What follows belongs to an exercise in optimizing a design on an open flow for small area and a short achievable clock period; a production flow would make more cautious choices. Where RTL was checked, it was by simulation tests only, not by an equivalence proof against the original. No functional check of the RTL was part of runs 4 to 6. Power figures rest on the tool's default switching activity, not on a simulated workload.

[flow/run.sh]
#!/bin/bash
# synth_recipe.tcl (not shown) runs the flow's synth.tcl, then flattens the netlist and writes it again
# the make line also repeats each setting of config.mk as NAME=value (left out here)
make -C /OpenROAD-flow-scripts/flow DESIGN_CONFIG=/design/flow/config.mk WORK_HOME=/design/flow/orfs CLKGATE_MAP_FILE= SYNTH_SCRIPT=/design/flow/synth_recipe.tcl finish
[flow/config.mk]
export PLATFORM = sky130hd
export DESIGN_NAME = crc_frame_receiver_core
export DESIGN_NICKNAME = crc_frame_receiver_core
export VERILOG_FILES = /design/flow/design.v
export SDC_FILE = /design/flow/constraint.sdc
export NUM_CORES = 4
export LEC_CHECK = 0
export CAP_MARGIN = 20
export CORE_MARGIN = 2
export CORE_UTILIZATION = 40
export CTS_BUF_LIST = sky130_fd_sc_hd__clkbuf_4
export SETUP_SLACK_MARGIN = 2.5
export SLEW_MARGIN = 20
[flow/constraint.sdc]
create_clock -name core_clock -period 5.0 [get_ports {clk}]
set_input_delay 1.0000 -clock core_clock [delete_from_list [all_inputs] [get_ports {clk}]]
set_output_delay 1.0000 -clock core_clock [all_outputs]
set_load 0.01 [all_outputs]
[flow/design.v]
`timescale 1ns / 1ps
`default_nettype none
package crcfr_pkg;
	localparam logic [31:0] CRC_POLY = 32'hEDB8_8320;
	localparam logic [31:0] CRC_INIT = 32'hFFFF_FFFF;
	localparam logic [31:0] CRC_RESIDUE  = 32'hDEBB_20E3;
	localparam logic [7:0]  RES_LOW_KEY  = 8'hED;
	localparam logic [23:0] RES_HIGH_KEY = 24'h00BE26;
	localparam logic [7:0] TYPE_INPUT = 8'h01;
	localparam logic [7:0] TYPE_EMPTY = 8'h02;
	localparam logic [2:0] STATUS_OK        = 3'd0;
	localparam logic [2:0] STATUS_SHORT     = 3'd1;
	localparam logic [2:0] STATUS_BAD_MAGIC = 3'd2;
	localparam logic [2:0] STATUS_BAD_CRC   = 3'd3;
	localparam logic [2:0] STATUS_EMPTY     = 3'd4;
	localparam logic [2:0] STATUS_TOO_LONG  = 3'd5;
	function automatic logic [31:0] crc32_byte(input logic [31:0] crc, input logic [7:0] b);
		logic [31:0] c;
		c = crc ^ {24'd0, b};
		for (int i = 0; i < 8; i++) begin
			c = c[0] ? ((c >> 1) ^ CRC_POLY) : (c >> 1);
		end
		crc32_byte = c;
	endfunction
endpackage
`default_nettype wire
`timescale 1ns / 1ps
`default_nettype none
module crc_frame_receiver_core (
	input  wire logic               clk,
	input  wire logic               arst_n,
	input  wire logic               magic_wr_en,
	input  wire logic [15:0]        magic_wr_data,
	input  wire logic               in_valid,
	output logic                    in_ready,
	input  wire logic [7:0]         data_byte,
	input  wire logic               last_byte,
	output logic                    out_valid,
	input  wire logic               out_ready,
	output logic [2:0]              status,
	output logic [7:0]              msg_type,
	output logic [31:0]             seq_number,
	output logic [63:0]             timestamp_bits,
	output logic [63:0]             keys_low,
	output logic [15:0]             keys_high,
	output logic signed [15:0]      cursor_dx,
	output logic signed [15:0]      cursor_dy,
	output logic [7:0]              buttons,
	output logic signed [7:0]       scroll,
	output logic [10:0]             payload_length
);
	localparam logic [10:0] CNT_BYTE0 = 11'd2027;
	logic [15:0]  magic_q;
	logic         out_valid_q;
	logic         mid_q;
	logic [10:0]  cnt_q;
	logic         long_q;
	logic         magic_ok_q;
	logic [31:0]  crc_q;
	logic [2:0]   status_q;
	logic [7:0]   type_nq;
	logic [31:0]  seq_nq;
	logic [63:0]  time_nq;
	logic [79:0]  keys_nq;
	logic [15:0]  dx_nq;
	logic [15:0]  dy_nq;
	logic [7:0]   buttons_nq;
	logic [7:0]   scroll_nq;
	logic         in_xfer;
	logic         first;
	logic [32:0]  at;
	logic         long_c;
	logic         len_lt21, len_lt37, len_eq21;
	logic         is_input, is_empty;
	logic         crc_ok;
	logic [2:0]   stat_c;
	logic         keep_ok, keep_input;
	assign in_ready = !out_valid_q || out_ready;
	assign in_xfer  = in_valid && in_ready;
	assign first    = !mid_q;
	assign at[0] = first;
	for (genvar k = 1; k <= 32; k++) begin : g_at
		assign at[k] = mid_q && (cnt_q == 11'((k + 2027) % 2048));
	end
	assign long_c   = mid_q && (long_q || cnt_q == CNT_BYTE0);
	assign len_lt21 = first || (cnt_q >= 11'd2028 && cnt_q <= 11'd2046);
	assign len_eq21 = mid_q && (cnt_q == 11'd2047);
	assign len_lt37 = first || cnt_q >= 11'd2028 || cnt_q <= 11'd14;
	assign is_input = (type_nq == ~crcfr_pkg::TYPE_INPUT);
	assign is_empty = (type_nq == ~crcfr_pkg::TYPE_EMPTY);
	assign crc_ok = ((crc_q[7:0] ^ data_byte) == crcfr_pkg::RES_LOW_KEY)
	             && (crc_q[31:8] == crcfr_pkg::RES_HIGH_KEY);
	always_comb begin
		if (long_c) begin
			stat_c = crcfr_pkg::STATUS_TOO_LONG;
		end else if (len_lt21 || (is_input && len_lt37)) begin
			stat_c = crcfr_pkg::STATUS_SHORT;
		end else if (!magic_ok_q) begin
			stat_c = crcfr_pkg::STATUS_BAD_MAGIC;
		end else if (!crc_ok) begin
			stat_c = crcfr_pkg::STATUS_BAD_CRC;
		end else if (is_empty && len_eq21) begin
			stat_c = crcfr_pkg::STATUS_EMPTY;
		end else begin
			stat_c = crcfr_pkg::STATUS_OK;
		end
	end
	always_ff @(posedge clk or negedge arst_n) begin
		if (!arst_n) begin
			magic_q <= '0;
		end else if (magic_wr_en) begin
			magic_q <= magic_wr_data;
		end
	end
	always_ff @(posedge clk or negedge arst_n) begin
		if (!arst_n) begin
			out_valid_q <= 1'b0;
		end else if (in_xfer && last_byte) begin
			out_valid_q <= 1'b1;
		end else if (out_ready) begin
			out_valid_q <= 1'b0;
		end
	end
	always_ff @(posedge clk or negedge arst_n) begin
		if (!arst_n) begin
			mid_q <= 1'b0;
		end else if (in_xfer) begin
			mid_q <= !last_byte;
		end
	end
	always_ff @(posedge clk) begin
		if (in_xfer) begin
			cnt_q  <= (first ? CNT_BYTE0 : cnt_q) + 11'd1;
			long_q <= long_c;
			crc_q  <= crcfr_pkg::crc32_byte(first ? crcfr_pkg::CRC_INIT : crc_q, data_byte);
			if (at[0]) magic_ok_q <= (data_byte == magic_q[7:0]);
			if (at[1]) magic_ok_q <= magic_ok_q && (data_byte == magic_q[15:8]);
			if (last_byte) status_q <= stat_c;
			if (at[3]) type_nq <= ~data_byte;
			for (int i = 0; i < 4; i++) begin
				if (at[5 + i]) seq_nq[8*i +: 8] <= ~data_byte;
			end
			for (int i = 0; i < 8; i++) begin
				if (at[9 + i]) time_nq[8*i +: 8] <= ~data_byte;
			end
			for (int i = 0; i < 10; i++) begin
				if (at[17 + i]) keys_nq[8*i +: 8] <= ~data_byte;
			end
			for (int i = 0; i < 2; i++) begin
				if (at[27 + i]) dx_nq[8*i +: 8] <= ~data_byte;
				if (at[29 + i]) dy_nq[8*i +: 8] <= ~data_byte;
			end
			if (at[31]) buttons_nq <= ~data_byte;
			if (at[32]) scroll_nq  <= ~data_byte;
		end
	end
	assign keep_ok    = (status_q == crcfr_pkg::STATUS_OK);
	assign keep_input = keep_ok && is_input;
	assign out_valid      = out_valid_q;
	assign status         = status_q;
	assign msg_type       = ~type_nq    & {8{keep_ok}};
	assign seq_number     = ~seq_nq     & {32{keep_ok}};
	assign timestamp_bits = ~time_nq    & {64{keep_ok}};
	assign payload_length = cnt_q       & {11{keep_ok}};
	assign keys_low       = ~keys_nq[63:0]  & {64{keep_input}};
	assign keys_high      = ~keys_nq[79:64] & {16{keep_input}};
	assign cursor_dx      = ~dx_nq      & {16{keep_input}};
	assign cursor_dy      = ~dy_nq      & {16{keep_input}};
	assign buttons        = ~buttons_nq & {8{keep_input}};
	assign scroll         = ~scroll_nq  & {8{keep_input}};
endmodule
`default_nettype wire
==> results of run 1 <==
Yosys cell counts (10+ instances only):
library cell,count,area share
sky130_fd_sc_hd__mux2_2,16,0.014
sky130_fd_sc_hd__buf_2,11,0.0044
sky130_fd_sc_hd__nor4_1,14,0.0070
sky130_fd_sc_hd__and2_1,10,0.0050
sky130_fd_sc_hd__nor2_1,255,0.077
sky130_fd_sc_hd__nor2b_1,11,0.0055
sky130_fd_sc_hd__nand4_1,13,0.0065
sky130_fd_sc_hd__inv_1,15,0.0045
sky130_fd_sc_hd__dfrtp_1,18,0.036
sky130_fd_sc_hd__edfxtp_1,280,0.67
sky130_fd_sc_hd__nand2_1,45,0.014
sky130_fd_sc_hd__xnor2_1,73,0.051
sky130_fd_sc_hd__xor2_1,41,0.029
sky130_fd_sc_hd__clkbuf_1,36,0.011
timing repair:
| action | 4_1_cts | 5_1_grt |
|---|---|---|
| gates cloned | 16 | 13 |
| pin swaps | 11 | 24 |
| buffers inserted | 61 | 58 |
| resized for setup | 754 | 833 |
| endpoints found under the setup margin | 423 | 367 |
cell type report:
cell class	instances	area [um2]	area share
Antenna cell	1	2.502	0.0001244
Tap cell	396	495.5	0.02463
Inverter	16	93.84	0.004664
Clock buffer	107	803.3	0.03993
Multi-Input combinational cell	556	5087	0.2529
Sequential cell	298	8862	0.4405
Timing Repair Buffer	436	4628	0.2301
Clock inverter	19	145.1	0.007214
registers in the layout, summed over array words and instances (netlist names):
register and cells:
long_q 1, cnt_q 11, magic_ok_q 1, buttons_nq 8, status_q 3, crc_q 32, seq_nq 32, time_nq 64
keys_nq 80, dx_nq 16, type_nq 8, dy_nq 16, scroll_nq 8, out_valid_q 1, magic_q 16, mid_q 1
through the flow:
step           cells  utilization  area (um2)  hold slack (ps)
2_1_floorplan    919            -       12930            500.8
3_3_place_gp    1554       0.5223       16020            513.6
3_5_place_dp    1554       0.5223       16020            520.6
4_1_cts         1757       0.5739       17600            533.1
5_1_grt         1829       0.6560       20120            550.8
6_report        1829       0.6560       20120            529.0
report_power, final:
| group | switching (W) | total [W] | internal [W] |
|---|---|---|---|
| clock | 0.000986 | 0.00208 | 0.00109 |
| combinational | 0.000879 | 0.00186 | 0.000985 |
| sequential | 0.000192 | 0.00325 | 0.00305 |
| total | 0.00206 | 0.00719 | 0.00513 |
metal layers:
| metal | up-vias | routed length [um] | share of wire |
|---|---|---|---|
| met5 | - | 0 | 0 |
| met3 | 74 | 3220 | 0.077 |
| li1 | 4164 | - | - |
| met4 | 0 | 914 | 0.022 |
| met1 | 4662 | 16690 | 0.40 |
| met2 | 434 | 20840 | 0.50 |
path summary, 6_finish.rpt:
| kind | from | to | slack, ps | cells after the start |
|---|---|---|---|---|
| min | magic_q[6] | magic_q[6] | 530 | 1 |
| max | status_q[2] | keys_low[43] | 1320 | 12 |
| min reg2reg | magic_q[6] | magic_q[6] | 530 | 1 |
| max reg2reg | cnt_q[8] | seq_nq[1] | 2550 | 7 |
| min in group asynchronous | arst_n | magic_q[5] | 770 | 1 |
| max in group asynchronous | arst_n | mid_q | 3590 | 1 |
cell families (layout without fill, tap and decap cells):
| kind of cell | Yosys count | in the layout | synth area share |
|---|---|---|---|
| simple gates | 387 | 393 | 0.1351 |
| fa+ha+maj | 1 | 1 | 0.001002 |
| flops | 298 | 298 | 0.7095 |
| buf+inv | 71 | 578 | 0.02515 |
| compound gates | 17 | 17 | 0.009421 |
| xor+xnor | 129 | 129 | 0.1054 |
| mux | 16 | 16 | 0.01443 |
| other cells | 0 | 1 | 0 |
critical path: cells and delay by family (launching register included):
family / cells / cell delay, ps
buffers and inverters: 9 / 1080
and+or+nand+nor: 3 / 490
DFF: 1 / 440
==> reports/results.txt, run 1 <==
Setup repair after global routing could not meet its margin everywhere. Die extent in y: 180.7 um. The cell type of the slowest stage on the worst timing path was sky130_fd_sc_hd__edfxtp_1. Of all nets on the critical path, the largest fanout is 5. Wires add up to 41670 um.

For this run, the leading register cell type out of synthesis is sky130_fd_sc_hd__edfxtp_1. The tools report the worst slew margin relative to its limit as 0.3627. Sort of element at the start of the critical path: a flip-flop. The first global-routing pass estimated 56780 um of wire. By startpoint and endpoint, the worst setup path is classified as reg -> out. The tools report the sequential fraction of the synthesis area as 0.7095. The per-cell via count in the routed design is 5.103, and the TritonCTS buffer count is 76. After clock tree synthesis, the clock-pin slew on the worst setup and hold paths is 60 ps. The total area inside the core boundary comes to 0.03067 mm2. Maximum cell stage delay along the critical path: 440 ps.

The most heavily used metal layer in global routing is met2. The max-slew violation count is 0. The synthesized netlist net count is 950. The count of yosys warnings during synthesis is 1.

In the final routed layout, each cell accounts on average for 22.78 um. The run gives 0.01249 mm2 as the synthesized area. The number of I/O pins is 278, and the max capacitance violation total is 0. The number of buffers added to fix hold violations after cts came out at 0. Length of the first detailed-routing pass in iterations: 5.

The die width is 180.7 um, and the later-pin clock latency in the skew report is 720 ps. The total of flip-flops plus latches after synthesis was 298. The global router's overall resource usage is 0.2331, and the number of antenna violations at the first check in global routing is 2. The cell sitting at the root of the clock tree is a sky130_fd_sc_hd__clkbuf_4.

Synthesis instantiated 51 different standard cells from the library. Met3 global-route usage: 0.06306. The flow ran to the end and the layout has no timing, DRC or antenna violations. The data required time of the worst path came out at 4000 ps.

CTS built an H-tree with a depth of 3. The number of synthesized flops with an enable pin came out at 280. The tools report the leakage power summed over all cells as 7.627 nW. The worst hold path belongs to the class reg -> reg. The worst path meets setup with 1315 ps of slack. The number of remaining DRC errors is 0, and the effective utilization at floorplan is 0.4071. Clock skew on the completed layout was measured at 47.20 ps. The fraction of registers with async set or reset after synthesis came out at 0.06040.

Setup total negative slack on the finished layout was measured at 0 ps. Port buffering added 277 buffers. Vias after detailed routing: 9334. Leading cell type in the layout, fill and taps excluded: sky130_fd_sc_hd__edfxtp_1.

At the pin with the least slew margin, the transition time is 948.1 ps. TritonCTS built the clock tree. The tools report the total setup violations reported at the end of the flow as 0. Prior to clock tree synthesis, the placed netlist has a worst setup slack of 1299 ps. The clock passes through at most 3 buffers. The library cells used most frequently in the layout, excluding fill and tap cells, are sky130_fd_sc_hd__edfxtp_1 (280), sky130_fd_sc_hd__buf_6 (203), sky130_fd_sc_hd__nor2_4 (166), sky130_fd_sc_hd__clkbuf_4 (107), sky130_fd_sc_hd__buf_4 (84). The worst setup path is captured at a primary output. The logs give 0.8142 for the routability congestion estimate and 0.3760 for the routing usage on met2. After synthesis, the mean cell area works out to 13.59 um2. At the worst endpoint, the arrival time is 2680 ps.

The maximum clock rate is 271.4 MHz. Synthesized instance count: 919. The shortest clock period the worst path allows after layout was 3685 ps. The final count of hold timing violations was 0.

After floorplanning, the core was divided into 64 placement rows. The met1 global-route usage is 0.3045. The fraction of the cycle the final worst path needs came out at 0.7370. The run gives 1415 as the number of nets in the final layout. Compared with the post-synthesis result, the final layout area differs by 61.13%.

The post-detailed-route count of antenna-violating nets is 0. After layout, the design draws a total of 0.007187 W. Entering global routing, the biggest net connects 49 pins. VDD sags by at most 209.3 uV. After filler insertion, the fill cell instance count of the layout stands at 2193. The most numerous cell type found on the critical path is sky130_fd_sc_hd__buf_6.

The proportion of layout cells with a drive suffix above 1 is 0.5796. The logs give 0.03264 mm2 for the die area and 8980 for the number of global-route vias before repair. In this run, the number of DRC markers left after iteration 0 of detailed routing was 909. The overall overflow remaining after global route is 0. Walking the worst path, the cells encountered are nor3_4, nand4_1, buf_6, buf_6, buf_6, buf_12, buf_6, buf_6, buf_16, buf_6, nor2_4, buf_6. Dividing total power by cell area gives a power density of 357.2 mW/mm2.

Summed over all nets, the half-perimeter wirelength after detailed placement is 23060 um. The clock net in this run drives a total of 298 sinks.
==> run 2, diff against run 1 <==
--- a/flow/config.mk
+++ b/flow/config.mk
@@ -10,4 +10,4 @@
 export CORE_UTILIZATION = 40
-export CTS_BUF_LIST = sky130_fd_sc_hd__clkbuf_4
-export SETUP_SLACK_MARGIN = 2.5
+export CTS_BUF_LIST = sky130_fd_sc_hd__clkbuf_8
+export SETUP_SLACK_MARGIN = 1.5
 export SLEW_MARGIN = 20
==> run 2 against run 1 <==
Still clean. Sequential power is essentially flat. Combinational power shrank 14%. Register-to-register slack lost 880 ps. Utilization is 10 points lower. Setup slack gained 240 ps. Die area unchanged. Fmax up 6.9%. Synthesized area unchanged. Clock power is essentially flat. Critical path type is now in -> reg. Highest routed layer unchanged.
==> reports/results.txt, run 2 <==
0 antenna diodes ended up in the layout. For the number of nets in the final layout, the log shows 1259. Summed over all nets, the half-perimeter wirelength after detailed placement is 22930 um. The portion of synthesized cell area occupied by the leading cell type is 0.6734, and the first-pass GRT wire length is 53480 um. The cell at the root of the clock tree was sky130_fd_sc_hd__clkbuf_8.

The largest registers in the layout are keys_nq x80, time_nq x64. For the pin count of the biggest net entering global routing, the log shows 49. The sort of element at the start of the critical path is an input port.

At the worst endpoint, the arrival time is 3630 ps. Setup slack closes at 1554 ps. The fraction of the cycle the final worst path needs is 0.6893. The routed design has 36050 um of wire. Routability-driven placement finished with a final weighted congestion of 0.8028. Pin slew with the least headroom to its limit: 1042 ps. The net switching fraction of the power is 0.2767. The worst path in the final design needs a cycle of 3446 ps, including I/O delays and setup. The total area inside the core boundary comes to 0.03067 mm2.

Broken down by cell family, the worst path's largest delay share belongs to simple AND/OR/NAND/NOR gates. In the layout the commonest cells are sky130_fd_sc_hd__edfxtp_1 (280), sky130_fd_sc_hd__nor2_1 (246), sky130_fd_sc_hd__dlygate4sd2_1 (149), sky130_fd_sc_hd__dlymetal6s2s_1 (75), sky130_fd_sc_hd__xnor2_1 (73). The overall overflow remaining after global route was 0. The number of buffers added to fix hold violations after cts is 0.

The number of global-route vias before repair is 8380, and the total of flip-flops plus latches after synthesis is 298. Setup repair after global routing could not meet its margin everywhere. Among all stages on the critical path, the largest delay is contributed by sky130_fd_sc_hd__or3_1.

The combinational power share was 0.231. 278 I/O pins were placed. Synthesis produced 919 cells. The register with the most flip-flops in the layout has 80 of them. During placement, the flow inserted port buffers numbering 277. Dividing the detail-routed via count by the number of cells gives 4.967. The die is 180.7 um tall. The count of yosys warnings during synthesis is 1, and the effective utilization at floorplan is 0.4071. The sequential fraction of the synthesis area came out at 0.7095. The post-detailed-route wirelength per cell was 21.70 um; the utilization of the core after routing was 0.5553. The analysis attributes to net switching a power of 0.001920 W. For the worst slew margin relative to its limit, the log shows 0.3002.

A synthesized cell averages 13.59 um2. Proportion of layout cells with a drive suffix above 1: 0.1186. The commonest cells after synthesis are sky130_fd_sc_hd__edfxtp_1 (280), sky130_fd_sc_hd__nor2_1 (255), sky130_fd_sc_hd__xnor2_1 (73).

The clock arrives with 22.51 ps of skew. For the share of power burned in the clock network, the log shows 0.299. Counting both buffers and inverters, the worst setup path holds a total of 2. The synthesized netlist net count was 950; the violation count after the first detailed-routing iteration was 631. Of all nets on the critical path, the largest fanout is 9.

In this run the power density over the cells is 407.3 mW/mm2. Clock tree synthesis found a total of 298 sinks. The logs give 5180 ps for the data required time of the worst path and 228.6 uV for the worst IR drop on VDD. For this run, the detailed router's first-pass iteration total came to 4.

The signal on the critical path passes through clkdlybuf4s50_1, nand2b_1, nand2_1, clkinvlp_4, nand4_1, or3_1, nor3_2. Total setup violations reported at the end of the flow: 0. After detailed routing, the number of remaining DRC violations is 0. Clock tree synthesis inserted a total of 48 buffers.

In this design, the stage delay of the slowest critical-path cell is 640 ps. By instance count, the leading cell after synthesis is sky130_fd_sc_hd__edfxtp_1. Relative to the synthesized area, the layout overhead comes to 36.41%. The sequential group share of total power was 0.470; the max capacitance violation total was 0. Fraction of registers with async set or reset after synthesis: 0.06040. In this run the core area contains 64 standard-cell rows. The run gives 3 as the number of buffers on the longest clock path.

Leaving out fill and tap cells, the most frequent cell in the layout is sky130_fd_sc_hd__edfxtp_1. The tools report the global router's overall resource usage as 0.2178. Ranked by total cell area, the synthesized netlist is headed by sky130_fd_sc_hd__edfxtp_1 (67%), sky130_fd_sc_hd__nor2_1 (7.7%), sky130_fd_sc_hd__xnor2_1 (5.1%). For the later-pin clock latency in the skew report, the log shows 560 ps.

The number of antenna violations at the first check in global routing was 0. The path class of the lowest-slack min-delay path is reg -> reg. Kind of critical path: in -> reg. TritonCTS built the clock tree.

Summing every instance area after synthesis gives 0.01249 mm2. Counting flops with a built-in enable in the synthesized netlist gives 280. Die width: 180.7 um. For the final routed database, the setup TNS stands at 0 ps.

The vias after detailed routing is 8250, and the max-slew violation count is 0. The die area was 0.03264 mm2. Before CTS, the worst setup slack after placement is 1019 ps. After clock tree synthesis, the clock-pin slew on the worst setup and hold paths is 60 ps. The internal portion of the total power is 0.005017 W. Among all flip-flop cells after synthesis, the most frequent one is sky130_fd_sc_hd__edfxtp_1. The logs give 51 for the post-synthesis cell type count and 290.2 MHz for the maximum clock rate. The number of levels in the clock H-tree was 2.

The leakage power summed over all cells came out at 8.075 nW. The biggest area contributor in the post-synthesis netlist is sky130_fd_sc_hd__edfxtp_1. Register with the highest flop count: keys_nq.

STA classifies the critical path endpoint as a flip-flop. Post-detailed-route count of antenna-violating nets: 0. The flow ran to the end and the layout has no timing, DRC or antenna violations. The tools report the final count of hold timing violations as 0.
==> run 2: cell counts after synthesis <==
Identical to the previous run, type by type.
==> run 2: final cells by class <==
cell class	instances	area [um2]
Clock inverter	37	257.7
Timing Repair Buffer	314	3244
Tap cell	396	495.5
Fill cell	2640	13640
Inverter	16	63.81
Clock buffer	50	688.2
Multi-Input combinational cell	550	3423
Sequential cell	298	8859
==> run 2: repair_timing <==
action                                  CTS  global route
endpoints found under the setup margin  202           111
setup buffers                             8             2
gates cloned                              6             0
pin swaps                                 3             2
resized for setup                       170            81
==> run 2: path summary, 6_finish.rpt <==
path | from | end | slack (ps) | cells after the start
worst min-delay path | magic_q[2] | magic_q[2] | 530 | 1
max in group asynchronous | arst_n | magic_q[8] | 3550 | 1
worst max-delay path | out_ready | keys_nq[36] | 1550 | 7
min in group asynchronous | arst_n | out_valid_q | 920 | 1
worst max register to register | cnt_q[9] | keys_nq[36] | 1670 | 4
worst min register to register | magic_q[2] | magic_q[2] | 530 | 1
==> run 2: stage by stage <==
step | std cells | area [um2] | hold WS [ps] | power, W
final | 1661 | 17030 | 527.7 | 0.006937
after global routing | 1661 | 17030 | 547.7 | 0.007288
after CTS | 1659 | 16800 | 534.5 | 0.007016
after detailed placement | 1558 | 15730 | 520.3 | 0.004926
after global placement | 1558 | 15730 | 512.9 | 0.004895
after floorplan | 919 | 12520 | 500.8 | 0.004535
==> run 2: cell families after synthesis <==
kind of cell,share of synthesized area
xor+xnor,0.1054
buf+inv,0.02515
compound gates,0.009421
mux,0.01443
flops,0.7095
simple gates,0.1351
fa+ha+maj,0.001002
==> run 2: power by group through the flow <==
stage	logic, W	clock network (W)	registers, W
after floorplan	0.00135	0	0.00318
after global placement	0.00158	0	0.00331
after detailed placement	0.00162	0	0.00331
after CTS	0.00162	0.00213	0.00326
after global routing	0.00177	0.00223	0.00329
final	0.00160	0.00207	0.00326
==> run 2: worst register-to-register path, cell delays in order (launching register included) <==
cell and delay [ps]:
sky130_fd_sc_hd__edfxtp_1 470, sky130_fd_sc_hd__nor4_1 650, sky130_fd_sc_hd__nand4_1 640, sky130_fd_sc_hd__or3_1 650, sky130_fd_sc_hd__nor3_2 540
==> run 2: routing by layer <==
metal  track usage  wire, um
met3       0.04305      2620
met5             0         0
met2        0.3585     17040
met4       0.05097       652
met1        0.2991     15740
==> run 3, diff against run 2 <==
--- a/flow/config.mk
+++ b/flow/config.mk
@@ -10,4 +10,2 @@
 export CORE_UTILIZATION = 40
-export CTS_BUF_LIST = sky130_fd_sc_hd__clkbuf_8
-export SETUP_SLACK_MARGIN = 1.5
 export SLEW_MARGIN = 20
==> run 3 against run 2 <==
Routed wire length fell by 6.9%. Design area fell by 0.89%. First-iteration DRC count fell by 6.3%. Synthesized cell count did not move.
==> reports/results.txt, run 3 <==
Routability-driven placement finished with a final weighted congestion of 0.8002. Once detailed placement completed, the half-perimeter wirelength came to 22620 um. The cell area after placement was 0.01573 mm2; the max-slew violation count was 0. Yosys attributes the largest share of cell area to sky130_fd_sc_hd__edfxtp_1 (67%), sky130_fd_sc_hd__nor2_1 (7.7%), sky130_fd_sc_hd__xnor2_1 (5.1%). For the number of global-route vias before repair, the log shows 7974. The largest registers in the layout are keys_nq x80, time_nq x64.

The tools report the critical path startpoint as out_ready. Setup violations remaining at the end of the flow were counted as 0. The tools report the vias after detailed routing as 8008.

In this run, synthesis inferred 280 flip-flops with an integrated enable. The critical path ends at dy_nq[6]. Overall overflow remaining after global route: 0. The cell type of the slowest stage on the worst timing path was sky130_fd_sc_hd__nand4_1.

The run gives 1560 as the number of placed cells counting well taps. The critical path crosses 7 cells after its start point. The startpoint identified for the worst register-to-register timing path is out_valid_q. The layout has 2604 filler cells. The post-synthesis area per instance works out to 13.59 um2.

The fraction of the mapped netlist area in compound gates works out to 0.009420. In this design, the largest share of critical-path delay is due to simple AND/OR/NAND/NOR gates. The sum of routed wire length over all layers was 33560 um; the fraction of registers with async set or reset after synthesis was 0.06040.

The cell depth of the worst flop-to-flop path was 6. In this run, distinct cell masters in the synthesized netlist total 51. The run gives 3890 ps as the arrival time at the worst endpoint.

Counting both buffers and inverters, the worst setup path holds a total of 2. In the final routed layout, each cell accounts on average for 20.69 um. The run gives 0 as the max capacitance violation total. The cell at the root of the clock tree is sky130_fd_sc_hd__clkbuf_16.

The run gives 591 as the violation count after the first detailed-routing iteration. The most used flip-flop cell after synthesis is sky130_fd_sc_hd__edfxtp_1. The length of the first detailed-routing pass in iterations was 6; the number of nets in the final layout was 1232. The cell area that synthesis handed to floorplanning was 0.01249 mm2.

The simple-gate area share of the yosys netlist was 0.1351; the post-CTS setup buffer count was 0. In this run, synthesis produced a sequential element count of 298. The proportion of layout cells with a drive suffix above 1 works out to 0.09135.

The critical path goes through clkdlybuf4s50_1, nand2b_1, nand2_1, inv_1, nand4_1, or3_1, nor2_1. Counting every net in the synthesized netlist gives 950. The synthesized-area fraction occupied by adder cells is 0.001002. In the routed layout, each cell is associated on average with a via count of 4.937. The dominant cell type by area after synthesis was sky130_fd_sc_hd__edfxtp_1. In the synthesized netlist, the cells that appear most often are sky130_fd_sc_hd__edfxtp_1 (280), sky130_fd_sc_hd__nor2_1 (255), sky130_fd_sc_hd__xnor2_1 (73). The TritonCTS buffer count came out at 34. Setup repair after global routing left no endpoint under its margin. The fraction of the cycle the final worst path needs was 0.7518; the worst setup slack for register-to-register paths was 1840 ps. The tools report the number of antenna violations at the first check in global routing as 0. The filler-free cell count of the finished design is 1622. The logs give 0 ps for the accumulated negative setup slack and 3 for the number of buffers on the longest clock path.

The design area came out at 0.01688 mm2. Of all nets on the critical path, the largest fanout is 12. For this run, design rule violations remaining after detail routing come to 0. The kind of critical path is in -> reg. For the worst-skew pair, the clock arrives at the later sink with an insertion delay of 500 ps. Entering global routing, the biggest net connects 129 pins.

The maximum clock rate is 266.0 MHz. The flow ran to the end and the layout has no timing, DRC or antenna violations. The clock slew at the register clock pins of the worst setup and hold paths is 60 ps, and the data required time of the worst path is 5130 ps. The analysis attributes to cell leakage a power of 5.839 nW. The region available for standard cell placement spans 0.03067 mm2. The clock net in this run drives a total of 298 sinks. The tools report the area of the multi-input gates as 0.003362 mm2. The register with the most flip-flops in the layout has 80 of them. Die width: 180.7 um. The die covers 0.03264 mm2. Leaving out fill and tap cells, the most frequent cells in the layout are sky130_fd_sc_hd__edfxtp_1 (280), sky130_fd_sc_hd__clkdlybuf4s50_1 (277), sky130_fd_sc_hd__nor2_1 (255), sky130_fd_sc_hd__xnor2_1 (73), sky130_fd_sc_hd__nand2_1 (45). The count of yosys warnings during synthesis is 1, and the maximum cell stage delay along the critical path is 610 ps. The leading cell type in the layout, fill and taps excluded is sky130_fd_sc_hd__edfxtp_1.

The first global-routing pass estimated 50450 um of wire. For the number of buffers added to fix hold violations after cts, the log shows 0. STA classifies the critical path endpoint as a flip-flop. The die is 180.7 um tall.

The pin slew with the least headroom to its limit was 954.9 ps; the global router's overall resource usage was 0.2042. The mux share of post-synthesis cell area works out to 0.01443. The repair_antennas step left the layout with diodes totalling 0.

For the storage element area, the log shows 0.008859 mm2. The areal power density over the cells was 431.7 mW/mm2; the final clock skew was 12.99 ps. The run gives 0.7095 as the sequential fraction of the synthesis area.

The worst slew margin relative to its limit was 0.3618; the shortest clock period the worst path allows after layout was 3759 ps. The signed area change from the synthesized netlist to the final layout is 35.19%, and the post-detailed-route count of antenna-violating nets is 0. The tools report the number of levels in the clock H-tree as 2. TritonCTS built the clock tree. By area, the combinational part of the netlist is dominated by simple AND/OR/NAND/NOR gates. The effective utilization at floorplan is 0.4071, and the xor and xnor area share after synthesis is 0.1054. The count of standard-cell rows is 64, and the number of I/O pins is 278.

The worst setup path is launched from an input port. The portion of synthesized cell area occupied by the leading cell type came out at 0.6734. The worst IR drop on VDD came out at 328.6 uV. The path class of the lowest-slack min-delay path was reg -> reg.

Once the clock tree was built, the resizer swapped 0 gates to a different size. Register with the highest flop count: keys_nq. Final count of hold timing violations: 0.

The most common cell in the synthesized netlist is sky130_fd_sc_hd__edfxtp_1. The count of buffers inserted at the top-level ports is 277. After technology mapping, the gate count stands at 919. Endpoint of the most critical register-to-register path: dy_nq[6].
[run 3: cell counts after synthesis]
Identical to the previous run, type by type.
[run 3: where the power goes]
group          switching, W  internal (W)  total [W]
sequential         0.000217       0.00306    0.00327
combinational      0.000742      0.000827    0.00157
clock              0.000945       0.00150    0.00245
[run 3: kinds of logic after synthesis]
family | Yosys count
simple gates | 387
buf+inv | 71
mux | 16
xor+xnor | 129
flops | 298
fa+ha+maj | 1
compound gates | 17
[run 3: layout make-up]
| cell class | count | area share |
|---|---|---|
| Multi-Input combinational cell | 550 | 0.1992 |
| Timing Repair Buffer | 301 | 0.1769 |
| Sequential cell | 298 | 0.5248 |
| Inverter | 16 | 0.003558 |
| Clock inverter | 17 | 0.009858 |
| Tap cell | 396 | 0.02935 |
| Clock buffer | 44 | 0.05641 |
[run 3: how the worst min path moves through the flow]
| stage | start | to | slack, ps | cells past startpoint |
|---|---|---|---|---|
| 3_5_place_dp | out_valid_q | out_valid_q | 520 | 2 |
| 4_1_cts | magic_q[5] | magic_q[5] | 530 | 1 |
| 6_report | magic_q[5] | magic_q[5] | 530 | 1 |
| 5_1_grt | magic_q[5] | magic_q[5] | 550 | 1 |
| 3_3_place_gp | magic_q[5] | magic_q[5] | 510 | 1 |
| 2_1_floorplan | magic_q[10] | magic_q[10] | 500 | 1 |
[run 3: per-stage QoR]
stage	hold WS [ps]	setup WS, ps	utilization	total power [W]
after global placement	512.5	853.6	0.5130	0.004880
after floorplan	500.8	819.9	-	0.004533
after global routing	549.3	1056	0.5504	0.007595
final	527.4	1241	0.5504	0.007288
after detailed placement	515.5	714.2	0.5130	0.004908
after CTS	530.9	1233	0.5495	0.007362
[run 3: layer usage]
layer | routed length, um | global-route usage | share of wire | up-vias
met1 | 14820 | 0.2778 | 0.44 | 3937
met5 | 0 | 0 | 0 | -
met4 | 618 | 0.05065 | 0.018 | 0
li1 | - | - | - | 3725
met2 | 15910 | 0.3334 | 0.47 | 305
met3 | 2204 | 0.04628 | 0.066 | 41
==> run 4, diff against run 3 <==
--- a/flow/design.v
+++ b/flow/design.v
@@ -60,2 +60,4 @@
 	logic [2:0]   status_q;
+	logic         drop_hdr_q;
+	logic         drop_input_q;
 	logic [7:0]   type_nq;
@@ -137,3 +139,7 @@
 			if (at[1]) magic_ok_q <= magic_ok_q && (data_byte == magic_q[15:8]);
-			if (last_byte) status_q <= stat_c;
+			if (last_byte) begin
+				status_q     <= stat_c;
+				drop_hdr_q   <= (stat_c != crcfr_pkg::STATUS_OK);
+				drop_input_q <= (stat_c != crcfr_pkg::STATUS_OK) || !is_input;
+			end
 			if (at[3]) type_nq <= ~data_byte;
@@ -156,4 +162,4 @@
 	end
-	assign keep_ok    = (status_q == crcfr_pkg::STATUS_OK);
-	assign keep_input = keep_ok && is_input;
+	assign keep_ok    = !drop_hdr_q;
+	assign keep_input = !drop_input_q;
 	assign out_valid      = out_valid_q;
--- a/flow/config.mk
+++ b/flow/config.mk
@@ -10,2 +10,5 @@
 export CORE_UTILIZATION = 40
+export CTS_BUF_LIST = sky130_fd_sc_hd__clkbuf_8
+export SETUP_SLACK_MARGIN = 2.6
 export SLEW_MARGIN = 20
+export TNS_END_PERCENT = 0
==> run 4 against run 3 <==
Still clean on timing, DRC and antenna. Synthesized area up 1.2%. Global-route usage up 1.4 points. Register-to-register slack better by 640 ps. Die area up 1.2%. Clock power down about 20%. Sequential share of layout area up 0.18 points. Count of clock-buffer cells in the layout up 7. Sequential cell count up 2. Largest cell class unchanged. Highest routed layer unchanged.
==> reports/results.txt, run 4 <==
The worst slew margin relative to its limit came out at 0.4348. CTS saw 300 sinks. After floorplanning, the core was divided into 65 placement rows. The final count of hold timing violations was 0. The overall overflow remaining after global route is 0. The logs give 580 ps for the later-pin clock latency in the skew report and 0 for the post-detailed-route count of antenna-violating nets. Setup violations remaining at the end of the flow were counted as 0. The run gives 0 as the max capacitance violation total.

The final layout contains routed wiring with a total length of 38580 um. Setup repair after global routing could not meet its margin everywhere. During placement, the flow inserted port buffers numbering 277. For the length of the first detailed-routing pass in iterations, the log shows 5. Entering global routing, the biggest net connects 70 pins.

CTS placed an instance of sky130_fd_sc_hd__clkbuf_8 at the clock tree root. The critical path is of the in -> out type. The run gives 24020 um as the post-DP HPWL. The tools report the count of yosys warnings during synthesis as 1. In this run the worst hold path is classified as reg -> reg. The library cells used most frequently in the layout, excluding fill and tap cells, are sky130_fd_sc_hd__edfxtp_1 (282), sky130_fd_sc_hd__nor2_1 (201), sky130_fd_sc_hd__clkbuf_2 (131), sky130_fd_sc_hd__dlymetal6s2s_1 (101), sky130_fd_sc_hd__xnor2_1 (86). The largest registers in the layout are keys_nq x80, time_nq x64. Dominant cell type by area after synthesis: sky130_fd_sc_hd__edfxtp_1. 278 I/O pins were placed. The tools report the sequential fraction of the synthesis area as 0.7060.

The repair_antennas step left the layout with diodes totalling 0. After routing the design area is 0.01694 mm2. Accumulated negative setup slack: 0 ps. Timing would allow up to 370.1 MHz.

The number of nets in the final layout is 1271, and the synthesized area is 0.01263 mm2. The worst setup path is captured at a primary output. Yosys mapped a number of flops with a built-in enable equal to 282.

The run gives 7.803 nW as the leakage power summed over all cells. For this block, the via count after detailed routing is 8456. The first global-routing pass estimated 53530 um of wire. The netlist uses 50 different library cells. The global router's overall resource usage is 0.2185, and the number of flip-flops under the largest register name is 80. The effective utilization at floorplan was 0.4035; the post-detailed-route wirelength per cell was 23.00 um. For the worst setup path, the data arrival time is 1700 ps.

STA classifies the critical path startpoint as an input port. Measured along the y axis, the die boundary spans 181.7 um. TritonCTS built the clock tree.

Fraction of registers with async set or reset after synthesis: 0.06000. Final hold analysis gives a worst-case slack of 532.3 ps. The run gives 0.01584 mm2 as the cell area after placement.

Measured along the x axis, the die boundary spans 181.7 um. The proportion of layout cells with a drive suffix above 1 is 0.2988. Among all cell types in the netlist, the one instantiated most often is sky130_fd_sc_hd__nor2_1. The worst IR drop on VDD is 206.1 uV, and the pin slew with the least headroom to its limit is 845.1 ps.

The area of the multi-input gates was 0.003791 mm2. Leading cell type in the layout, fill and taps excluded: sky130_fd_sc_hd__edfxtp_1. The number of global-route vias before repair came out at 8407. The register with the highest flop count is keys_nq.

The largest fanout of any net on the critical path was 3. The clock tree synthesis step divided the H-tree into 2 levels. By area the synthesized netlist is led by sky130_fd_sc_hd__edfxtp_1 (67%), sky130_fd_sc_hd__nor2_1 (8.6%), sky130_fd_sc_hd__xnor2_1 (6.0%). The area of the core region is 0.03131 mm2, and the data required time of the worst path is 4000 ps. The run gives 0 as the max-slew violation count. The fraction of the cycle the final worst path needs is 0.5404. Each instance of the synthesized netlist takes up on average 13.61 um2. In this run, the number of DRC markers left after iteration 0 of detailed routing was 693. The die area was 0.03302 mm2. By count the netlist is led by sky130_fd_sc_hd__nor2_1 (291), sky130_fd_sc_hd__edfxtp_1 (282), sky130_fd_sc_hd__xnor2_1 (86).

The synthesized instance count is 928. Dividing total power by cell area gives a power density of 411.7 mW/mm2. Registers take 0.008919 mm2. The portion of synthesized cell area occupied by the leading cell type came out at 0.6703. Among all flip-flop cells after synthesis, the most frequent one is sky130_fd_sc_hd__edfxtp_1. The number of remaining DRC errors is 0, and the TritonCTS buffer count is 50.

The synthesized netlist net count is 959. Clock-pin slew was measured on the worst setup and hold paths at 60 ps. In this run, synthesis produced a sequential element count of 300. Number of antenna violations at the first check in global routing: 0. The run gives 30.99 ps as the final clock skew. From synthesis to final layout, the design area changed by 34.06%. The run gives 3 as the number of buffers on the longest clock path.

The flow ran to the end and the layout has no timing, DRC or antenna violations. The per-cell via count in the routed design works out to 5.042. The routed design could run at a clock period as short as 2702 ps.

The routability congestion estimate came out at 0.8220. Counting the fill cells in the layout gives 2687.
## run 4: worst paths after layout
| kind | cells after the start | to | slack [ps] | start |
|---|---|---|---|---|
| worst max-delay path | 3 | in_ready | 2300 | out_ready |
| worst min-delay path | 1 | magic_q[10] | 530 | magic_q[10] |
| worst max register to register | 7 | crc_q[24] | 2480 | mid_q |
| worst min register to register | 1 | magic_q[10] | 530 | magic_q[10] |
| max in group asynchronous | 1 | magic_q[7] | 3550 | arst_n |
| min in group asynchronous | 1 | magic_q[9] | 920 | arst_n |
## run 4: critical path, cell delays in order
cell and delay [ps]:
sky130_fd_sc_hd__clkdlybuf4s50_1 460, sky130_fd_sc_hd__nand2b_4 140, sky130_fd_sc_hd__buf_6 100
## run 4: timing repair
item | 4_1_cts | 5_1_grt
setup endpoints to repair | 450 | 496
buffers inserted | 3 | 8
cloned | 2 | 8
pin swaps | 0 | 0
gates resized for setup | 51 | 517
hold buffers | 0 | 0
## run 4: cells by family after synthesis
logic type / after synthesis / share of synthesized area
fa+ha+maj: 1 / 0.0009902
simple gates: 391 / 0.1332
buf+inv: 69 / 0.02585
compound gates: 23 / 0.01129
mux: 16 / 0.01426
flops: 300 / 0.7060
xor+xnor: 128 / 0.1084
## run 4: layer usage
metal,share of wire,global-route usage,vias to the layer above
met5,0,0,-
li1,-,-,3807
met1,0.42,0.2861,4199
met2,0.48,0.3707,380
met3,0.073,0.04533,70
met4,0.027,0.05984,0
## run 4: through the flow
step,worst slack (ps),instances,power (W),utilization
2_1_floorplan,2262,928,0.004684,-
3_3_place_gp,1612,1569,0.005016,0.5060
3_5_place_dp,1581,1569,0.005042,0.5060
4_1_cts,1869,1661,0.007020,0.5379
5_1_grt,2239,1677,0.007277,0.5409
6_report,2298,1677,0.006972,0.5409
## run 4: area by class of cell
cell class,count,area share
clock inverters,36,0.01108
repair buffers,313,0.1636
clock buffers,51,0.04145
multi-input cells,559,0.2238
inverters,16,0.003768
flip-flops and latches,300,0.5266
well taps,402,0.02970
## run 4: power breakdown
| part | internal (W) | switching [W] | total [W] |
|---|---|---|---|
| registers | 0.00307 | 0.000227 | 0.00330 |
| clock network | 0.00100 | 0.000972 | 0.00197 |
| logic | 0.000921 | 0.000777 | 0.00170 |
| total | 0.00500 | 0.00198 | 0.00697 |
==> run 5, diff against run 4 <==
==> flow/flow/run.sh (new file) <==
#!/bin/bash
# Layout: the standard ORFS flow, with the port buffers that buffer_ports
# inserts made sky130_fd_sc_hd__buf_1 (the resizer may upsize them later).
set -euo pipefail
export BUFFER_PORTS_ARGS="-buffer_cell sky130_fd_sc_hd__buf_1"
bash standard.sh > standard_flow.log 2>&1
==> flow/standard.sh (new file) <==
#!/bin/bash
# synth_recipe.tcl (not shown) runs the flow's synth.tcl, then flattens the netlist and writes it again
# the make line also repeats each setting of config.mk as NAME=value (left out here)
make -C /OpenROAD-flow-scripts/flow DESIGN_CONFIG=/design/flow/config.mk WORK_HOME=/design/flow/orfs CLKGATE_MAP_FILE= SYNTH_SCRIPT=/design/flow/synth_recipe.tcl "${@:-finish}"
removed: flow/run.sh
==> run 5 against run 4 <==
Still clean on timing, DRC and antenna. Fmax up 1.8%. Setup slack better by 49 ps. Synthesized area unchanged. Utilization down 4.2 points. Power down 1.3%. Sequential share of layout area up 4.4 points. Via count down 2.6%.
==> reports/results.txt, run 5 <==
The run finished with no timing, DRC or antenna violations. The proportion of layout cells with a drive suffix above 1 is 0.2923, and the later-pin clock latency in the skew report is 570 ps. The signed area change from the synthesized netlist to the final layout came out at 23.70%.

Register with the highest flop count: keys_nq. The fraction of the cycle the final worst path needs is 0.5306, and the total buffers and inverters traversed by the critical path is 3. The worst setup path is captured at a primary output.

From bottom edge to top edge, the die measures 181.7 um. The max-slew violation count is 0. The die is 181.7 um wide.

Registers take 0.008919 mm2. STA puts the critical path data required time at 4000 ps. A synthesized cell averages 13.61 um2. The library cell used most frequently in the layout, excluding fill and tap cells, is sky130_fd_sc_hd__edfxtp_1. The fraction of registers with async set or reset after synthesis works out to 0.06000.

The pin count of the biggest net entering global routing was 50. The dominant cell type by area after synthesis was sky130_fd_sc_hd__edfxtp_1. For this design, the slowest cell found on the critical path is sky130_fd_sc_hd__edfxtp_1. The first routing iteration left 606 violations.

Summing all multi-input logic gate instances after layout gives 0.003646 mm2. Routability-driven placement finished with a final weighted congestion of 0.8043. In this design, the stage delay of the slowest critical-path cell is 410 ps.

The tools report the origin of the critical flop-to-flop path as cnt_q[4]. The commonest cells after synthesis are sky130_fd_sc_hd__nor2_1 (291), sky130_fd_sc_hd__edfxtp_1 (282), sky130_fd_sc_hd__xnor2_1 (86). Across all setup checks in the final design, the least slack found is 2347 ps. The most used flip-flop cell after synthesis was sky130_fd_sc_hd__edfxtp_1. After synthesis, the cell types taking the most area are sky130_fd_sc_hd__edfxtp_1 (67%), sky130_fd_sc_hd__nor2_1 (8.6%), sky130_fd_sc_hd__xnor2_1 (6.0%).

In the final layout, the registers with the most flip-flops are keys_nq x80, time_nq x64. The worst hold path belongs to the class in -> async. Dividing the detail-routed wire length by the instance count gives 20.76 um. The library cells used most frequently in the layout, excluding fill and tap cells, are sky130_fd_sc_hd__edfxtp_1 (282), sky130_fd_sc_hd__nor2_1 (224), sky130_fd_sc_hd__buf_2 (143), sky130_fd_sc_hd__buf_1 (108), sky130_fd_sc_hd__xnor2_1 (86).

Among all cell types in the netlist, the one instantiated most often is sky130_fd_sc_hd__nor2_1. Counting the fill cells in the layout gives 2811. The run gives 8262 as the number of global-route vias before repair. On the critical path the largest part of the delay comes from buffers and inverters. The run gives 0.2063 as the global router's overall resource usage. The run gives 3 as the number of buffers on the longest clock path.

The length of the first detailed-routing pass in iterations is 5. TritonCTS built the clock tree. The synthesized instance count was 928; the first-pass GRT wire length was 50830 um.

Dividing total power by cell area gives a power density of 440.4 mW/mm2. The overall overflow remaining after global route was 0; the pin slew with the least headroom to its limit was 878.1 ps. Post-DP HPWL: 22330 um. The tree is rooted in a sky130_fd_sc_hd__clkbuf_8. Sort of element at the start of the critical path: a flip-flop. After clock tree synthesis, the clock-pin slew on the worst setup and hold paths is 60 ps.

Setup repair after global routing could not meet its margin everywhere. Buffers placed on the I/O ports in this run total 277. The netlist uses 50 different library cells. The accumulated negative setup slack was 0 ps.

The run gives 34620 um as the sum of routed wire length over all layers. Number of antenna violations at the first check in global routing: 1. Number of remaining DRC errors: 0.

The routed layout has 8238 vias. The leakage power summed over all cells came out at 5.828 nW. The antenna diode count is 0.

Yosys mapped a number of flops with a built-in enable equal to 282. The number of nets in the synthesized netlist is 959. The die area was 0.03302 mm2; the TritonCTS buffer count was 49. The critical path is of the reg -> out type. Setup violations remaining at the end of the flow were counted as 0. The tools report the sequential fraction of the synthesis area as 0.7060.

The critical path goes through buf_6, buf_16, nor2_2, buf_2. The synthesized area came out at 0.01263 mm2. Of all nets on the critical path, the largest fanout is 25.

The run gives 196.6 uV as the worst IR drop on VDD. The critical path starts at drop_hdr_q. Number of levels in the clock H-tree: 2. The max capacitance violation total is 0. The post-detailed-route count of antenna-violating nets came out at 0. The synthesized design contains 300 register bits. In this run the count of I/O pins placed on the die edge is 278. The arrival time at the worst endpoint was 1650 ps; the number of sinks on the clock net was 300. The final count of hold timing violations is 0, and the effective utilization at floorplan is 0.4035. The shortest clock period the worst path allows after layout works out to 2653 ps. Timing would allow up to 376.9 MHz. The portion of synthesized cell area occupied by the leading cell type came out at 0.6703. The worst slew margin relative to its limit was 0.4146; the per-cell via count in the routed design was 4.939. At the placement stage, the worst setup path has a slack of 1841 ps.

The final clock skew is 22.40 ps, and the area of the core region is 0.03131 mm2. The count of yosys warnings during synthesis was 1. The count of standard-cell rows was 65. The net count of the finished layout is 1262. The register with the most flip-flops in the layout has 80 of them.
==> run 5: worst paths after layout <==
check | endpoint | slack [ps] | cells past startpoint
worst max-delay path | seq_number[3] | 2350 | 4
worst min-delay path | magic_q[4] | 380 | 1
worst max register to register | keys_nq[8] | 2570 | 3
worst min register to register | magic_q[9] | 530 | 1
max in group asynchronous | magic_q[13] | 4280 | 1
min in group core_clock | magic_q[9] | 530 | 1
==> run 5: cell families after synthesis <==
family,Yosys count,synth area share
AOI/OAI and AO/OA,23,0.01129
and+or+nand+nor,391,0.1332
muxes,16,0.01426
adders and majority gates,1,0.0009902
buffers and inverters,69,0.02585
xor gates and xnor gates,128,0.1084
DFF,300,0.7060
==> run 5: routing by layer <==
metal / global-route usage / wire length [um] / vias to the layer above / part of all wire
met1: 0.2703 / 14620 / 4012 / 0.42
met4: 0.08033 / 1172 / 0 / 0.034
met3: 0.04071 / 2433 / 70 / 0.070
li1: - / - / 3782 / -
met2: 0.3402 / 16390 / 374 / 0.47
met5: 0 / 0 / - / 0
==> run 5: stage by stage <==
stage	total power (W)	util	area (um2)	hold WS, ps	cells
after floorplan	0.004684	-	12710	500.8	928
after global placement	0.004964	0.4510	14120	511.7	1572
after detailed placement	0.005006	0.4510	14120	517.9	1572
after CTS	0.006941	0.4944	15480	531.3	1667
after global routing	0.007207	0.4991	15630	395.5	1668
final	0.006883	0.4991	15630	383.9	1668
==> run 5: final cells by class <==
class | instances | area share
Sequential cell | 300 | 0.5707
Multi-Input combinational cell | 559 | 0.2333
Timing Repair Buffer | 305 | 0.1034
Clock buffer | 50 | 0.04404
Tap cell | 402 | 0.03219
Clock inverter | 36 | 0.01209
Inverter | 16 | 0.004243
==> run 5: power breakdown <==
part	leakage, nW	internal [W]	switching [W]	total, W
clock	0.508	0.000984	0.000947	0.00193
sequential	2.76	0.00307	0.000220	0.00329
combinational	2.56	0.000889	0.000769	0.00166
==> run 5: what timing repair did <==
item | 4_1_cts | 5_1_grt
gates resized for setup | 204 | 53
endpoints found under the setup margin | 372 | 468
hold buffers | 0 | 0
gates cloned | 2 | 1
setup buffers | 7 | 0
==> run 6, diff against run 5 <==
--- a/flow/design.v
+++ b/flow/design.v
@@ -60,12 +60,10 @@
 	logic [2:0]   status_q;
-	logic         drop_hdr_q;
-	logic         drop_input_q;
-	logic [7:0]   type_nq;
-	logic [31:0]  seq_nq;
-	logic [63:0]  time_nq;
-	logic [79:0]  keys_nq;
-	logic [15:0]  dx_nq;
-	logic [15:0]  dy_nq;
-	logic [7:0]   buttons_nq;
-	logic [7:0]   scroll_nq;
+	logic [7:0]   type_q;
+	logic [31:0]  seq_q;
+	logic [63:0]  time_q;
+	logic [79:0]  keys_q;
+	logic [15:0]  dx_q;
+	logic [15:0]  dy_q;
+	logic [7:0]   buttons_q;
+	logic [7:0]   scroll_q;
 	logic         in_xfer;
@@ -73,2 +71,3 @@
 	logic [32:0]  at;
+	logic [10:0]  cnt_inc;
 	logic         long_c;
@@ -78,3 +77,5 @@
 	logic [2:0]   stat_c;
-	logic         keep_ok, keep_input;
+	logic         drop_hdr, drop_input;
+	logic [7:0]   fill;
+	logic [32:0]  wr;
 	assign in_ready = !out_valid_q || out_ready;
@@ -86,2 +87,3 @@
 	end
+	assign cnt_inc  = (first ? CNT_BYTE0 : cnt_q) + 11'd1;
 	assign long_c   = mid_q && (long_q || cnt_q == CNT_BYTE0);
@@ -90,4 +92,4 @@
 	assign len_lt37 = first || cnt_q >= 11'd2028 || cnt_q <= 11'd14;
-	assign is_input = (type_nq == ~crcfr_pkg::TYPE_INPUT);
-	assign is_empty = (type_nq == ~crcfr_pkg::TYPE_EMPTY);
+	assign is_input = (type_q == crcfr_pkg::TYPE_INPUT);
+	assign is_empty = (type_q == crcfr_pkg::TYPE_EMPTY);
 	assign crc_ok = ((crc_q[7:0] ^ data_byte) == crcfr_pkg::RES_LOW_KEY)
@@ -107,2 +109,12 @@
 			stat_c = crcfr_pkg::STATUS_OK;
+		end
+	end
+	assign drop_hdr   = (stat_c != crcfr_pkg::STATUS_OK);
+	assign drop_input = drop_hdr || !is_input;
+	assign fill       = last_byte ? 8'd0 : data_byte;
+	for (genvar k = 0; k <= 32; k++) begin : g_wr
+		if (k >= 17) begin : g_in
+			assign wr[k] = at[k] || (last_byte && drop_input);
+		end else begin : g_hdr
+			assign wr[k] = at[k] || (last_byte && drop_hdr);
 		end
@@ -134,3 +146,3 @@
 		if (in_xfer) begin
-			cnt_q  <= (first ? CNT_BYTE0 : cnt_q) + 11'd1;
+			cnt_q  <= (last_byte && drop_hdr) ? 11'd0 : cnt_inc;
 			long_q <= long_c;
@@ -139,39 +151,33 @@
 			if (at[1]) magic_ok_q <= magic_ok_q && (data_byte == magic_q[15:8]);
-			if (last_byte) begin
-				status_q     <= stat_c;
-				drop_hdr_q   <= (stat_c != crcfr_pkg::STATUS_OK);
-				drop_input_q <= (stat_c != crcfr_pkg::STATUS_OK) || !is_input;
-			end
-			if (at[3]) type_nq <= ~data_byte;
+			if (last_byte) status_q <= stat_c;
+			if (wr[3]) type_q <= fill;
 			for (int i = 0; i < 4; i++) begin
-				if (at[5 + i]) seq_nq[8*i +: 8] <= ~data_byte;
+				if (wr[5 + i]) seq_q[8*i +: 8] <= fill;
 			end
 			for (int i = 0; i < 8; i++) begin
-				if (at[9 + i]) time_nq[8*i +: 8] <= ~data_byte;
+				if (wr[9 + i]) time_q[8*i +: 8] <= fill;
 			end
 			for (int i = 0; i < 10; i++) begin
-				if (at[17 + i]) keys_nq[8*i +: 8] <= ~data_byte;
+				if (wr[17 + i]) keys_q[8*i +: 8] <= fill;
 			end
 			for (int i = 0; i < 2; i++) begin
-				if (at[27 + i]) dx_nq[8*i +: 8] <= ~data_byte;
-				if (at[29 + i]) dy_nq[8*i +: 8] <= ~data_byte;
+				if (wr[27 + i]) dx_q[8*i +: 8] <= fill;
+				if (wr[29 + i]) dy_q[8*i +: 8] <= fill;
 			end
-			if (at[31]) buttons_nq <= ~data_byte;
-			if (at[32]) scroll_nq  <= ~data_byte;
+			if (wr[31]) buttons_q <= fill;
+			if (wr[32]) scroll_q  <= fill;
 		end
 	end
-	assign keep_ok    = !drop_hdr_q;
-	assign keep_input = !drop_input_q;
 	assign out_valid      = out_valid_q;
 	assign status         = status_q;
-	assign msg_type       = ~type_nq    & {8{keep_ok}};
-	assign seq_number     = ~seq_nq     & {32{keep_ok}};
-	assign timestamp_bits = ~time_nq    & {64{keep_ok}};
-	assign payload_length = cnt_q       & {11{keep_ok}};
-	assign keys_low       = ~keys_nq[63:0]  & {64{keep_input}};
-	assign keys_high      = ~keys_nq[79:64] & {16{keep_input}};
-	assign cursor_dx      = ~dx_nq      & {16{keep_input}};
-	assign cursor_dy      = ~dy_nq      & {16{keep_input}};
-	assign buttons        = ~buttons_nq & {8{keep_input}};
-	assign scroll         = ~scroll_nq  & {8{keep_input}};
+	assign msg_type       = type_q;
+	assign seq_number     = seq_q;
+	assign timestamp_bits = time_q;
+	assign payload_length = cnt_q;
+	assign keys_low       = keys_q[63:0];
+	assign keys_high      = keys_q[79:64];
+	assign cursor_dx      = dx_q;
+	assign cursor_dy      = dy_q;
+	assign buttons        = buttons_q;
+	assign scroll         = scroll_q;
 endmodule
==> run 6 against run 5 <==
Still clean on timing, DRC and antenna. Die area is 6.8% lower. Design area shrank 2.3%. Sequential cell count decreased by 2. Critical path type is now reg -> reg. Largest power group unchanged. Highest routed layer unchanged.
==> reports/results.txt, run 6 <==
The max-slew violation count is 0, and the per-cell via count in the routed design is 4.830. The cell depth of the worst flop-to-flop path is 8, and the pin count of the biggest net entering global routing is 44. The placed instances occupy a cell area of 0.01341 mm2. The count of yosys warnings during synthesis is 1, and the filler-free cell count of the finished design is 1480. The number of antenna diodes in the final layout is 0. In this run the horizontal extent of the chip is 175.4 um.

The utilization of the core after routing was 0.5289. The post-DP HPWL was 20230 um. More flip-flops sit in one register than any other, and that register is keys_q. The number of antenna violations at the first check in global routing was 0. The largest registers in the layout are keys_q x80, time_q x64. The run gives 0.4566 as the worst slew margin relative to its limit.

For the worst IR drop on VDD, the log shows 415.5 uV. After clock tree synthesis, the clock-pin slew on the worst setup and hold paths is 70 ps. The synthesized design contains 298 register bits. The library cells used most frequently in the layout, excluding fill and tap cells, are sky130_fd_sc_hd__edfxtp_1 (280), sky130_fd_sc_hd__buf_1 (272), sky130_fd_sc_hd__xnor2_1 (65), sky130_fd_sc_hd__buf_4 (64), sky130_fd_sc_hd__clkbuf_8 (48). The fraction of registers with async set or reset after synthesis was 0.06040. Setup repair after global routing could not meet its margin everywhere. The sort of element at the start of the critical path was a flip-flop.

The run gives 0.007364 W as the post-route total power. The number of sinks on the clock net is 298, and the number of placed cells counting well taps is 1338. The worst path in the final design needs a cycle of 2509 ps, including I/O delays and setup.

The synthesized instance count was 687; the areal power density over the cells was 482.5 mW/mm2. The startpoint identified for the worst register-to-register timing path is cnt_q[6]. The die extent in y was 175.4 um; the overall overflow remaining after global route was 0.

In this run the tool buffered the top-level ports with 277 buffer cells. Compared with the post-synthesis result, the final layout area differs by 29.85%. Yosys mapped a number of flops with a built-in enable equal to 280. The portion of synthesized cell area occupied by the leading cell type works out to 0.7153.

When the netlist entered floorplanning its net count stood at 718. Summing every instance area after synthesis gives 0.01176 mm2. By area the synthesized netlist is led by sky130_fd_sc_hd__edfxtp_1 (72%), sky130_fd_sc_hd__xnor2_1 (4.9%), sky130_fd_sc_hd__dfrtp_1 (3.8%). The run gives 48 as the TritonCTS buffer count.

The tools report the sequential group share of total power as 0.459. The most instantiated library cell after synthesis was sky130_fd_sc_hd__edfxtp_1. With fillers left out, the area of the finished cells amounts to 0.01526 mm2.

The synthesized netlist contains 58 unique library cells. Proportion of layout cells with a drive suffix above 1: 0.2172. For this run, the leading register cell type out of synthesis is sky130_fd_sc_hd__edfxtp_1. The floorplan has 62 rows. The cell sitting at the root of the clock tree is a sky130_fd_sc_hd__clkbuf_8.

The net switching fraction of the power came out at 0.2867. The number of nets in the final layout came out at 1089. For the final count of hold timing violations, the log shows 0. The routability congestion estimate was 0.7944.

The register with the most flip-flops in the layout has 80 of them. In this run the standard cell core region covers 0.02886 mm2. In the final timing run, aggregate negative setup slack is 0 ps.

The final clock skew is 19.85 ps, and the number of I/O pins is 278. The length of the first detailed-routing pass in iterations came out at 5. The H-tree generated during clock tree synthesis spans 2 levels. In this run the worst setup path terminates at time_q[29].

In the routed design, unresolved DRC markers number 0. The biggest area contributor in the post-synthesis netlist is sky130_fd_sc_hd__edfxtp_1. Setup violations remaining at the end of the flow were counted as 0. The leading cell type in the layout, fill and taps excluded is sky130_fd_sc_hd__edfxtp_1. The die area is 0.03078 mm2, and the sequential fraction of the synthesis area is 0.7536. Each instance of the synthesized netlist takes up on average 17.11 um2.

At the pin with the least slew margin, the transition time is 815.1 ps. STA puts the critical path data arrival time at 2750 ps. The run gives 0.295 as the share of power burned in the clock network. The number of global-route vias before repair is 7002, and the violation count after the first detailed-routing iteration is 525.

The critical path startpoint is cnt_q[6]. The kind of capture point of the worst setup path is a flip-flop. After detailed routing, the average wire length per cell comes to 21.07 um. Summed over all cells, the static leakage comes to 5.264 nW. By startpoint and endpoint, the worst setup path is classified as reg -> reg. The run gives 0.4073 as the effective utilization at floorplan. TritonCTS built the clock tree. STA puts the critical path data required time at 5240 ps. The path class of the tightest hold or removal check is in -> async. The run finished with no timing, DRC or antenna violations. After synthesis, the most frequently instantiated cells are sky130_fd_sc_hd__edfxtp_1 (280), sky130_fd_sc_hd__xnor2_1 (66), sky130_fd_sc_hd__xor2_1 (49).

The analysis attributes to net switching a power of 0.002111 W. The run gives 0 as the number of buffers added to fix hold violations after cts. The combinational power share is 0.246, and the design internal power is 0.005253 W. The tools report the vias after detailed routing as 7148.

The tools report the later-pin clock latency in the skew report as 570 ps. The final layout contains routed wiring with a total length of 31190 um. The post-detailed-route count of antenna-violating nets was 0; the largest fanout of any net on the critical path was 8. The global router's overall resource usage was 0.1943. The fraction of the cycle the final worst path needs was 0.5018; the max capacitance violation total was 0. The first-pass GRT wire length came out at 44250 um.

The endpoint identified for the worst register-to-register timing path is time_q[29]. The maximum clock rate was 398.6 MHz. For flop-to-flop paths, the worst setup slack is 2490 ps.

The longest clock path from root to sink contains 3 buffers.
## run 6: cell count changes after synthesis, sizes merged, moves of 5 or more
cell	delta
nor2	-267
xor2	+26
inv	-6
o21ai	+14
xnor2	-24
nand2	+15
nand3	+5
a21oi	+13
clkbuf	-23
nor4	+5
## run 6: how the worst min path moves through the flow
| stage | slack, ps | endpoint | startpoint |
|---|---|---|---|
| 2_1_floorplan | 500 | magic_q[0] | magic_q[0] |
| 3_3_place_gp | 520 | magic_q[1] | magic_q[1] |
| 3_5_place_dp | 520 | magic_q[1] | magic_q[1] |
| 4_1_cts | 530 | magic_q[1] | magic_q[1] |
| 5_1_grt | 380 | mid_q | arst_n |
| 6_report | 380 | out_valid_q | arst_n |
## run 6: metal layers
metal,global-route usage,vias up,wire length (um)
li1,-,3281,-
met1,0.2380,3543,12230
met2,0.3406,268,16180
met3,0.04437,56,1944
met4,0.06439,0,832
met5,0,-,0
## run 6: layout make-up
type	count	area [um2]
well taps	384	480.5
repair buffers	351	1687
clock buffers	48	660.6
inverters	10	43.79
multi-input cells	349	3191
flip-flops and latches	298	8860
clock inverters	40	341.6
fillers	2445	13590
## run 6: timing repair
item	CTS	global route
gates resized for setup	44	22
endpoints found under the setup margin	252	249
pin swaps	13	12
buffers inserted	42	10
gates cloned	1	1
## run 6: per-stage QoR
stage	hold WS [ps]	setup WS, ps
2_1_floorplan	500.8	2209
5_1_grt	379.9	2419
3_3_place_gp	517.4	1485
4_1_cts	533.2	2544
3_5_place_dp	520.7	1450
6_report	379.2	2491
## run 6: cell families (layout without fill, tap and decap cells)
group,Yosys count,after routing,share of synthesized area
multiplexers,16,16,0.01533
flip-flops,298,298,0.7536
buffers and inverters,41,449,0.01820
AO/OA/AOI/OAI,55,55,0.03449
AND/OR/NAND/NOR,149,150,0.07110
adder cells (fa/ha/maj),1,1,0.001064
XOR/XNOR,127,127,0.1062
## run 6: worst max-delay path, cell delays in order, from the launching register on
cell and delay, ps:
sky130_fd_sc_hd__edfxtp_1 470, sky130_fd_sc_hd__buf_4 180, sky130_fd_sc_hd__nor4_4 290, sky130_fd_sc_hd__nand3b_1 210, sky130_fd_sc_hd__a311oi_2 290, sky130_fd_sc_hd__o211a_4 230
sky130_fd_sc_hd__nor2_4 70, sky130_fd_sc_hd__buf_8 170, sky130_fd_sc_hd__a21oi_4 280
## run 6: power groups by stage
stage          sequential [W]  combinational, W  clock, W
6_report              0.00338           0.00181   0.00217
3_5_place_dp          0.00342           0.00168         0
3_3_place_gp          0.00343           0.00166         0
4_1_cts               0.00337           0.00179   0.00223
5_1_grt               0.00341           0.00197   0.00233
2_1_floorplan         0.00336           0.00133         0

-- re-timing with driven ports --
The flow's constraints put no driver on any port. The routed layouts listed below were extracted and timed again, unchanged, in two steps.
Step 1 sets driving cells, clkbuf_16 on the clock port and buf_2 on the other inputs (assumed; they add their load-dependent delay and slew).
Step 2 times the ports against the registers' clock, not the clock port: input delays grow and output delays shrink by t, the midpoint of the rising clock arrivals with the driver on.
a / b / c = ideal / step 1 / step 2; a / b = the first two.
run	t, ns	setup WS [ns]	pins driven straight from the clock port
run 1	0.740	1.315 / 1.267 / 1.947	1
run 2	0.594	1.554 / 1.531 / 0.984	1
run 3	0.543	1.241 / 1.235 / 0.721	1
run 4	0.607	2.298 / 2.275 / 1.771	1
run 5	0.609	2.347 / 2.303 / 1.849	1
run 6	0.600	2.491 / 2.484 / 1.991	1
After both steps every run listed still meets setup and hold. For run 2, which loses most, drivers alone change the setup slack by -0.023 ns; drivers and shift together by -0.570 ns.
